What follows belongs to an exercise in optimizing a design on an open flow for small area, a short achievable clock period and few clock cycles per item; a production flow would make more cautious choices.
Only simulation tests tie the RTL to the original design; equivalence was not proved.
No activity file was given, so power comes from the tool's default toggle rates.

## page_table_lru_evictor_top
module page_table_lru_evictor_top (
	input  wire         clk,
	input  wire         arst_n,
	input  wire         in_valid,
	output logic        in_ready,
	input  wire  [2:0]  opcode,
	input  wire  [7:0]  file_id,
	input  wire  [15:0] page_number,
	input  wire  [3:0]  frame,
	input  wire  [15:0] pinned_mask,
	input  wire  [15:0] dirty_mask,
	output logic        out_valid,
	input  wire         out_ready,
	output logic [1:0]  status,
	output logic [3:0]  frame_out,
	output logic [7:0]  victim_file_id,
	output logic [15:0] victim_page_number,
	output logic        needs_writeback
);
	localparam int N = 16;
	localparam int RW = 31;
	logic        s1_v;
	logic [2:0]  op_q;
	logic [7:0]  fid_q;
	logic [15:0] pg_q;
	logic [3:0]  fr_q;
	logic [15:0] pin_q, dirty_q;
	logic        ready_q;    
	logic        exec;       
	assign in_ready = ready_q;
	assign exec = s1_v && ready_q;
	always_ff @(posedge clk) begin
		if (ready_q) begin
			op_q    <= opcode;
			fid_q   <= file_id;
			pg_q    <= page_number;
			fr_q    <= frame;
			pin_q   <= pinned_mask;
			dirty_q <= dirty_mask;
		end
	end
	logic is_find, is_add, is_remove, is_touch, is_unlink, is_evict;
	assign is_find   = op_q == ptle_pkg::OP_FIND;
	assign is_add    = op_q == ptle_pkg::OP_ADD;
	assign is_remove = op_q == ptle_pkg::OP_REMOVE;
	assign is_touch  = op_q == ptle_pkg::OP_TOUCH;
	assign is_unlink = op_q == ptle_pkg::OP_UNLINK;
	assign is_evict  = op_q == ptle_pkg::OP_EVICT;
	logic [N-1:0] fsel;
	assign fsel = N'(1) << fr_q;
	logic [N-1:0] match, kvalid, wr_key, clr_valid;
	logic [7:0]  kfile [N];
  ...
Settings: LEC_CHECK=0, CAP_MARGIN=20, CORE_MARGIN=2, CORE_UTILIZATION=30, SLEW_MARGIN=20; clock period 7.0 ns.
run.sh (not shown) runs the stock make flow with config.mk's settings and CLKGATE_MAP_FILE= SYNTH_SCRIPT=/design/flow/synth_recipe.tcl, a recipe that flattens the netlist after the stock synthesis.
The first run ran to the end with no violations.
Testbench counts at the start, summed over its fixed seeds: cycles 32,016, items 32,000.
Rerun with:
--- a/flow/config.mk
+++ b/flow/config.mk
@@ -10,2 +10,3 @@
 export CORE_UTILIZATION = 30
+export SETUP_SLACK_MARGIN = 4.0
 export SLEW_MARGIN = 20
The new run ran to the end with no violations. Worst setup slack is better by 1600 ps. Power rose by 9.9%. Routed wire length rose by 12%. Area after synthesis does not change. Flip-flop and latch count is unchanged. Cell count rose by 7.7%. Cell area rose by 16%.

---

maple:
The RTL this note starts from:
==> flow/design.v <==
`timescale 1ns / 1ps
`default_nettype none
package ptle_pkg;
	typedef enum logic [2:0] {
		OP_FIND   = 3'd0,
		OP_ADD    = 3'd1,
		OP_REMOVE = 3'd2,
		OP_TOUCH  = 3'd3,
		OP_UNLINK = 3'd4,
		OP_EVICT  = 3'd5
	} op_t;
	localparam logic [1:0] ST_OK      = 2'd0;
	localparam logic [1:0] ST_MISS    = 2'd1;
	localparam logic [1:0] ST_EMPTY   = 2'd2;
	localparam logic [1:0] ST_PINNED  = 2'd3;
	localparam int FILE_W = 8;
	localparam int PAGE_W = 16;
	localparam int MASK_W = 16;
endpackage
`default_nettype wire
`timescale 1ns / 1ps
`default_nettype none
module ptle_cell (
	input  wire                            clk,
	input  wire                            arst_n,
	input  wire [ptle_pkg::FILE_W-1:0]     wr_file,
	input  wire [ptle_pkg::PAGE_W-1:0]     wr_page,
	input  wire [ptle_pkg::FILE_W-1:0]     cmp_file,
	input  wire [ptle_pkg::PAGE_W-1:0]     cmp_page,
	input  wire                            wr_key,
	input  wire                            clr_valid,
	output logic                           eq,
	output logic                           valid,
	output logic [ptle_pkg::FILE_W-1:0]    kfile,
	output logic [ptle_pkg::PAGE_W-1:0]    kpage
);
	logic valid_q;
	logic [ptle_pkg::FILE_W-1:0] file_q;
	logic [ptle_pkg::PAGE_W-1:0] page_q;
	always_ff @(posedge clk or negedge arst_n) begin
		if (!arst_n) valid_q <= 1'b0;
		else if (wr_key) valid_q <= 1'b1;
		else if (clr_valid) valid_q <= 1'b0;
	end
	always_ff @(posedge clk) begin
		if (wr_key) begin
			file_q <= wr_file;
			page_q <= wr_page;
		end
	end
	assign eq    = file_q == cmp_file && page_q == cmp_page;
	assign valid = valid_q;
	assign kfile = file_q;
	assign kpage = page_q;
endmodule
`default_nettype wire
`timescale 1ns / 1ps
`default_nettype none
module page_table_lru_evictor_top (
	input  wire         clk,
	input  wire         arst_n,
	input  wire         in_valid,
	output logic        in_ready,
	input  wire  [2:0]  opcode,
	input  wire  [7:0]  file_id,
	input  wire  [15:0] page_number,
	input  wire  [3:0]  frame,
	input  wire  [15:0] pinned_mask,
	input  wire  [15:0] dirty_mask,
	output logic        out_valid,
	input  wire         out_ready,
	output logic [1:0]  status,
	output logic [3:0]  frame_out,
	output logic [7:0]  victim_file_id,
	output logic [15:0] victim_page_number,
	output logic        needs_writeback
);
	localparam int N = 16;
	logic        s1_v;
	logic [2:0]  op_q;
	logic [7:0]  fid_q;
	logic [15:0] pg_q;
	logic [3:0]  fr_q;
	logic [15:0] dirty_q;
	logic [N-1:0] eq_q;       
	logic        peq_q;      
	logic        padd_q;     
	logic [3:0]  pfr_q;      
	logic [N-1:0] vic_q;      
	logic        vfound_q;   
	logic        vlisted_q;  
	logic        busy_q;     
	logic        ready;      
	logic        exec;       
	logic        skid_v;
	assign in_ready = !busy_q;
	assign ready = !(s1_v && out_valid && skid_v);
	assign exec = s1_v && ready;
	logic is_find, is_add, is_remove, is_touch, is_unlink, is_evict;
	assign is_find   = op_q == ptle_pkg::OP_FIND;
	assign is_add    = op_q == ptle_pkg::OP_ADD;
	assign is_remove = op_q == ptle_pkg::OP_REMOVE;
	assign is_touch  = op_q == ptle_pkg::OP_TOUCH;
	assign is_unlink = op_q == ptle_pkg::OP_UNLINK;
	assign is_evict  = op_q == ptle_pkg::OP_EVICT;
	logic [N-1:0] fsel;
	assign fsel = N'(1) << fr_q;
	logic [N-1:0] eq_in, kvalid, wr_key, clr_valid;
	logic [7:0]  kfile [N];
	logic [15:0] kpage [N];
	for (genvar g = 0; g < N; g++) begin : g_cell
		ptle_cell u_cell (
			.clk(clk), .arst_n(arst_n),
			.wr_file(fid_q), .wr_page(pg_q),
			.cmp_file(file_id), .cmp_page(page_number),
			.wr_key(wr_key[g]), .clr_valid(clr_valid[g]),
			.eq(eq_in[g]), .valid(kvalid[g]), .kfile(kfile[g]), .kpage(kpage[g])
		);
	end
	logic [N-1:0] match, first;
	logic hit;
	always_comb begin
		for (int i = 0; i < N; i++)
			match[i] = kvalid[i] && (padd_q && pfr_q == 4'(i) ? peq_q : eq_q[i]);
	end
	assign first = match & ~(match - 1'b1);
	assign hit = |match;
	logic [3:0] hit_idx;
	always_comb begin
		hit_idx = '0;
		for (int i = 0; i < N; i++)
			if (first[i]) hit_idx = hit_idx | 4'(i);
	end
	logic ev_ok;
	assign ev_ok = is_evict && vfound_q;
	logic [N-1:0] on_q, on_n;
	always_comb begin
		on_n = on_q;
		if (exec) begin
			if (is_touch) on_n = on_q | fsel;
			else if (is_unlink) on_n = on_q & ~fsel;
			else if (ev_ok) on_n = on_q & ~vic_q;
		end
	end
	logic [N-1:0] tsel;
	logic [N*N-1:0] newer_q, newer_n, newer;
	assign tsel = exec && is_touch ? fsel : '0;
	always_comb begin
		newer_n = newer_q;
		newer = '0;
		for (int i = 0; i < N; i++)
			for (int j = 0; j < N; j++)
				if (i < j) begin
					newer_n[i*N+j] = tsel[i] || (newer_q[i*N+j] && !tsel[j]);
					newer[i*N+j] = newer_n[i*N+j];
				end else if (i > j) begin
					newer[i*N+j] = !newer_n[j*N+i];
				end
	end
	logic [N-1:0] cand, vic_in;
	assign cand = on_n & ~pinned_mask;
	always_comb begin
		for (int v = 0; v < N; v++) begin
			vic_in[v] = cand[v];
			for (int j = 0; j < N; j++)
				if (j != v && cand[j] && !newer[j*N+v]) vic_in[v] = 1'b0;
		end
	end
	always_ff @(posedge clk or negedge arst_n) begin
		if (!arst_n) on_q <= '0;
		else on_q <= on_n;
	end
	for (genvar i = 0; i < N; i++) begin : g_row
		for (genvar j = i + 1; j < N; j++) begin : g_col
			always_ff @(posedge clk) newer_q[i*N+j] <= newer_n[i*N+j];
		end
	end
	always_ff @(posedge clk) begin
		if (ready) begin
			op_q      <= opcode;
			fid_q     <= file_id;
			pg_q      <= page_number;
			fr_q      <= frame;
			dirty_q   <= dirty_mask;
			eq_q      <= eq_in;
			peq_q     <= fid_q == file_id && pg_q == page_number;
			padd_q    <= s1_v && is_add;
			pfr_q     <= fr_q;
			vic_q     <= vic_in;
			vfound_q  <= |cand;
			vlisted_q <= |on_n;
		end
	end
	logic skid_kv;
	logic [1:0] skid_st;
	logic [3:0] skid_fr;
	logic       skid_wb;
	logic [N-1:0] ksel;
	always_comb begin
		if (skid_v) ksel = skid_kv ? N'(1) << skid_fr : '0;
		else ksel = is_evict ? vic_q & kvalid : '0;
	end
	logic [3:0]  vidx;
	logic [7:0]  vfile;
	logic [15:0] vpage;
	logic        vdirty;
	always_comb begin
		vidx = '0; vfile = '0; vpage = '0;
		for (int i = 0; i < N; i++) begin
			if (vic_q[i]) vidx = vidx | 4'(i);
			if (ksel[i]) begin
				vfile = vfile | kfile[i];
				vpage = vpage | kpage[i];
			end
		end
	end
	assign vdirty = |(vic_q & dirty_q);
	assign wr_key = exec && is_add ? fsel : '0;
	assign clr_valid = exec && is_remove ? first : exec && ev_ok ? vic_q : '0;
	logic [1:0]  r_st;
	logic [3:0]  r_fr;
	logic        r_wb;
	always_comb begin
		r_st = ptle_pkg::ST_OK;
		r_fr = '0;
		r_wb = 1'b0;
		if (is_find || is_remove) begin
			if (!hit) r_st = ptle_pkg::ST_MISS;
			else if (is_find) r_fr = hit_idx;
		end else if (is_evict) begin
			if (!vlisted_q) r_st = ptle_pkg::ST_EMPTY;
			else if (!vfound_q) r_st = ptle_pkg::ST_PINNED;
			else begin
				r_fr = vidx;
				r_wb = vdirty;
			end
		end
	end
	logic pop;
	assign pop = out_valid && out_ready;
	logic s1_v_n, out_valid_n, skid_v_n;
	always_comb begin
		s1_v_n = ready ? in_valid : s1_v;
		out_valid_n = out_valid;
		skid_v_n = skid_v;
		if (pop) begin
			out_valid_n = skid_v || exec;
			skid_v_n = 1'b0;
		end else if (exec) begin
			if (out_valid) skid_v_n = 1'b1;
			else out_valid_n = 1'b1;
		end
	end
	always_ff @(posedge clk or negedge arst_n) begin
		if (!arst_n) begin
			s1_v      <= 1'b0;
			busy_q    <= 1'b0;
			out_valid <= 1'b0;
			skid_v    <= 1'b0;
		end else begin
			s1_v      <= s1_v_n;
			busy_q    <= s1_v_n && out_valid_n && skid_v_n;
			out_valid <= out_valid_n;
			skid_v    <= skid_v_n;
		end
	end
	always_ff @(posedge clk) begin
		if (!out_valid || out_ready) begin
			if (skid_v) {status, frame_out, needs_writeback} <= {skid_st, skid_fr, skid_wb};
			else {status, frame_out, needs_writeback} <= {r_st, r_fr, r_wb};
			victim_file_id <= vfile;
			victim_page_number <= vpage;
		end
		if (!skid_v && out_valid && !out_ready) begin
			{skid_st, skid_fr, skid_wb} <= {r_st, r_fr, r_wb};
			skid_kv <= |ksel;
		end
	end
endmodule
`default_nettype wire
==> flow/config.mk <==
export PLATFORM = sky130hd
export DESIGN_NAME = page_table_lru_evictor_top
export DESIGN_NICKNAME = page_table_lru_evictor_top
export VERILOG_FILES = /design/flow/design.v
export SDC_FILE = /design/flow/constraint.sdc
export NUM_CORES = 4
export LEC_CHECK = 0
export CAP_MARGIN = 20
export CORE_MARGIN = 2
export CORE_UTILIZATION = 30
export SETUP_SLACK_MARGIN = 4.4
export SLEW_MARGIN = 20
export TNS_END_PERCENT = 20
==> flow/constraint.sdc <==
create_clock -name core_clock -period 7.0 [get_ports {clk}]
set_input_delay 1.4000 -clock core_clock [delete_from_list [all_inputs] [get_ports {clk}]]
set_output_delay 1.4000 -clock core_clock [all_outputs]
set_load 0.01 [all_outputs]
maple went all the way through synthesis, placement and routing and the layout is clean on timing, DRC and antenna.
Testbench counts of maple, summed over its fixed seeds: cycles 32,016, items 32,000.
Input changes introduced in pine (baseline for comparison: maple):
-- flow/config.mk --
<<< maple, line 11
export SETUP_SLACK_MARGIN = 4.4
export SLEW_MARGIN = 20
export TNS_END_PERCENT = 20
>>> pine, line 11
export SETUP_SLACK_MARGIN = 4.4
export SLEW_MARGIN = 20
==> summary.txt <==
- A cell with the biggest individual delay on the critical path of sky130_fd_sc_hd__or4_1 is what pine shows, while sky130_fd_sc_hd__a222oi_1 belongs to maple.
- In pine, the count of clock-buffer cells in the layout came out 4 above the value in maple.
- From maple to pine the numbers moved as follows: number of diodes added for antenna fixing lost 1, combinational fraction of design power lost 0.4 points, per-cell via count in the routed design neither gained nor lost much, wire length lost 1.6%.

---

build 90:
Another version of the RTL of page_table_lru_evictor_top (not shown whole).
For scale: about 680 flip-flops, about 31000 um2 of cells after synthesis.
Settings: LEC_CHECK=0, CAP_MARGIN=20, CORE_MARGIN=2, CORE_UTILIZATION=30, CTS_BUF_LIST=sky130_fd_sc_hd__clkbuf_16, CTS_CLUSTER_DIAMETER=50, CTS_CLUSTER_SIZE=16, SETUP_SLACK_MARGIN=4.4, SLEW_MARGIN=20; clock period 7.0 ns.
Testbench counts of build 90, summed over its fixed seeds: cycles 32,016, items 32,000.
Changes in build 21 relative to build 90:
- CTS_CLUSTER_DIAMETER: 50 -> 60
- CTS_CLUSTER_SIZE: 16 -> 20
- PLACE_DENSITY: unset -> 0.75
Results
Build 21 finished every stage and its layout cleared the timing, design-rule and antenna checks.
On build 21: total track usage is 0.96 points lower than what build 90 gave.
The total power in build 21 is 0.927 times that in build 90.
From build 90 to build 21 the numbers moved as follows: number of rows in the core area held steady, clock period minus worst slack grew by 0.14 ns, via count grew by about 1.6%, logic gate share of total power grew by 0.6 points.
Against build 90, build 21 reports a layout clock buffer count that is lower.
Input changes introduced in build 87 (baseline for comparison: build 21):
- a deleted CTS_BUF_LIST that had been sky130_fd_sc_hd__clkbuf_16
- a deleted CTS_CLUSTER_SIZE that had been 20
- a deleted CTS_CLUSTER_DIAMETER that had been 60
- a deleted PLACE_DENSITY that had been 0.75
Summary — share of the core filled with cells in the final layout, build 87 relative to build 21: higher, by 1.3 points.
Comparing build 87 and build 21, the lower design area is on build 21.
Summary of build 87 over build 21: die area was more or less identical; sequential share of layout area went down by 1.7 points; cell count higher.
Build 87 against build 21: length of routed wiring on met1 increased about 17%; ratio of cells with drive above 1 in the final layout increased 2.2 points.
Setup changes, build 87 to build 84
- swapping 30 for 40 in CORE_UTILIZATION
- putting CTS_CLUSTER_DIAMETER at 60 where nothing was set
- putting CTS_CLUSTER_SIZE at 20 where nothing was set
- putting CTS_BUF_LIST at sky130_fd_sc_hd__clkbuf_16 where nothing was set
--- outcome ---
Build 84: core utilization 15 points above build 87. Compared to build 87, build 84 has share of post-route cells with drive strength above 1 4.6 points higher. Summary of the comparison: setup fix buffers added after clock tree synthesis is higher in build 84, relative to build 87. Compared to build 87, build 84 was floorplanned on a smaller die. Build 84 vs build 87 — number of nets in the final layout climbed by a few percent. When build 84 is measured against build 87, its placed instance area turns out 330 um2 lower. Of the two candidates, build 87 has the better cell leakage power and build 84 the worse one.

---

lane 5:
Another version of the RTL of page_table_lru_evictor_top (not shown whole).
For scale: roughly 2,400 cells after synthesis.
==> flow/design.v (excerpt) <==
module page_table_lru_evictor_top (
	input  wire         clk,
	input  wire         arst_n,
	input  wire         in_valid,
	output logic        in_ready,
	input  wire  [2:0]  opcode,
	input  wire  [7:0]  file_id,
	input  wire  [15:0] page_number,
	input  wire  [3:0]  frame,
	input  wire  [15:0] pinned_mask,
	input  wire  [15:0] dirty_mask,
	output logic        out_valid,
	input  wire         out_ready,
	output logic [1:0]  status,
	output logic [3:0]  frame_out,
	output logic [7:0]  victim_file_id,
	output logic [15:0] victim_page_number,
	output logic        needs_writeback
);
clock: 7.0 ns
lec_check: 0
cap_margin: 20
core_margin: 2
core_utilization: 30
cts_buf_list: sky130_fd_sc_hd__clkbuf_16
cts_cluster_diameter: 80
cts_cluster_size: 30
setup_slack_margin: 4.4
slew_margin: 20
Testbench counts of lane 5, summed over its fixed seeds: cycles 32,016, items 32,000.
#### Input delta (lane 3 over lane 5)
- CTS_BUF_LIST: sky130_fd_sc_hd__clkbuf_16 -> unset
- CTS_CLUSTER_DIAMETER: 80 -> unset
- CTS_CLUSTER_SIZE: 30 -> unset
- Row final-layout clock-cell area share: lane 3 higher / lane 5 lower
- Lane 3 vs lane 5 — data required time at the worst endpoint dropped 70 ps.
- Lane 3 vs. lane 5: count of plain and timing-repair buffers went down 31, switching share of power fell 2.4 points.
- Lane 3 vs. lane 5: clock share of power now larger; number of buffers added to fix hold violations after cts shows no meaningful change; design area moved up; global-route wire length before repair has remained practically unchanged.
- Lane 3 and lane 5 ended up with roughly the same global-route usage.
- For wire length, lane 5 and lane 3 come out practically identical.
- Per the final summary, lane 3 finished and its layout is clean on timing, DRC and antenna.

## what the ideal ports hide
The flow's constraints put no driver on any port. The routed layouts listed below were extracted and timed again, unchanged, in two steps. Step 1 sets driving cells, clkbuf_16 on the clock port and buf_2 on the other inputs (assumed; they add their load-dependent delay and slew). Step 2 times the ports against the registers' clock, not the clock port: input delays grow and output delays shrink by t, the midpoint of the rising clock arrivals with the driver on. Three values: no drivers, after step 1, after step 2; two values: the first two.
| run | shift t [ns] | setup WS [ns] | hold WS [ns] | worst setup path at the end | worst data-port slew with drivers (ns) |
|---|---|---|---|---|---|
| the first run of note 1 | 0.714 | 2.234 / 2.234 / 2.234 | 0.540 / 0.540 / 0.540 | register to register | 0.10 |
| the second run of note 1 | 0.731 | 3.797 / 3.797 / 3.543 | 0.538 / 0.538 / 0.538 | input to register | 0.06 |
| maple | 0.710 | 4.071 / 4.071 / 3.510 | 0.460 / 0.460 / 0.460 | input to register | 0.10 |
| pine | 0.702 | 4.145 / 4.145 / 3.636 | 0.464 / 0.464 / 0.464 | input to register | 0.10 |
| build 90 | 0.727 | 4.289 / 4.267 / 3.630 | 0.480 / 0.480 / 0.480 | input to register | 0.08 |
| build 21 | 0.675 | 4.152 / 4.152 / 3.553 | 0.486 / 0.486 / 0.486 | input to register | 0.13 |
| build 87 | 0.691 | 4.289 / 4.289 / 3.680 | 0.476 / 0.476 / 0.476 | input to register | 0.08 |
| build 84 | 0.681 | 4.130 / 4.130 / 3.550 | 0.489 / 0.489 / 0.489 | input to register | 0.11 |
| lane 5 | 0.734 | 3.971 / 3.971 / 3.477 | 0.488 / 0.488 / 0.488 | input to register | 0.08 |
| lane 3 | 0.691 | 3.904 / 3.904 / 3.490 | 0.468 / 0.468 / 0.468 | input to register | 0.08 |
After both steps every run listed still meets setup and hold. For build 90, which loses most, drivers alone change the setup slack by -0.022 ns; drivers and shift together by -0.659 ns.
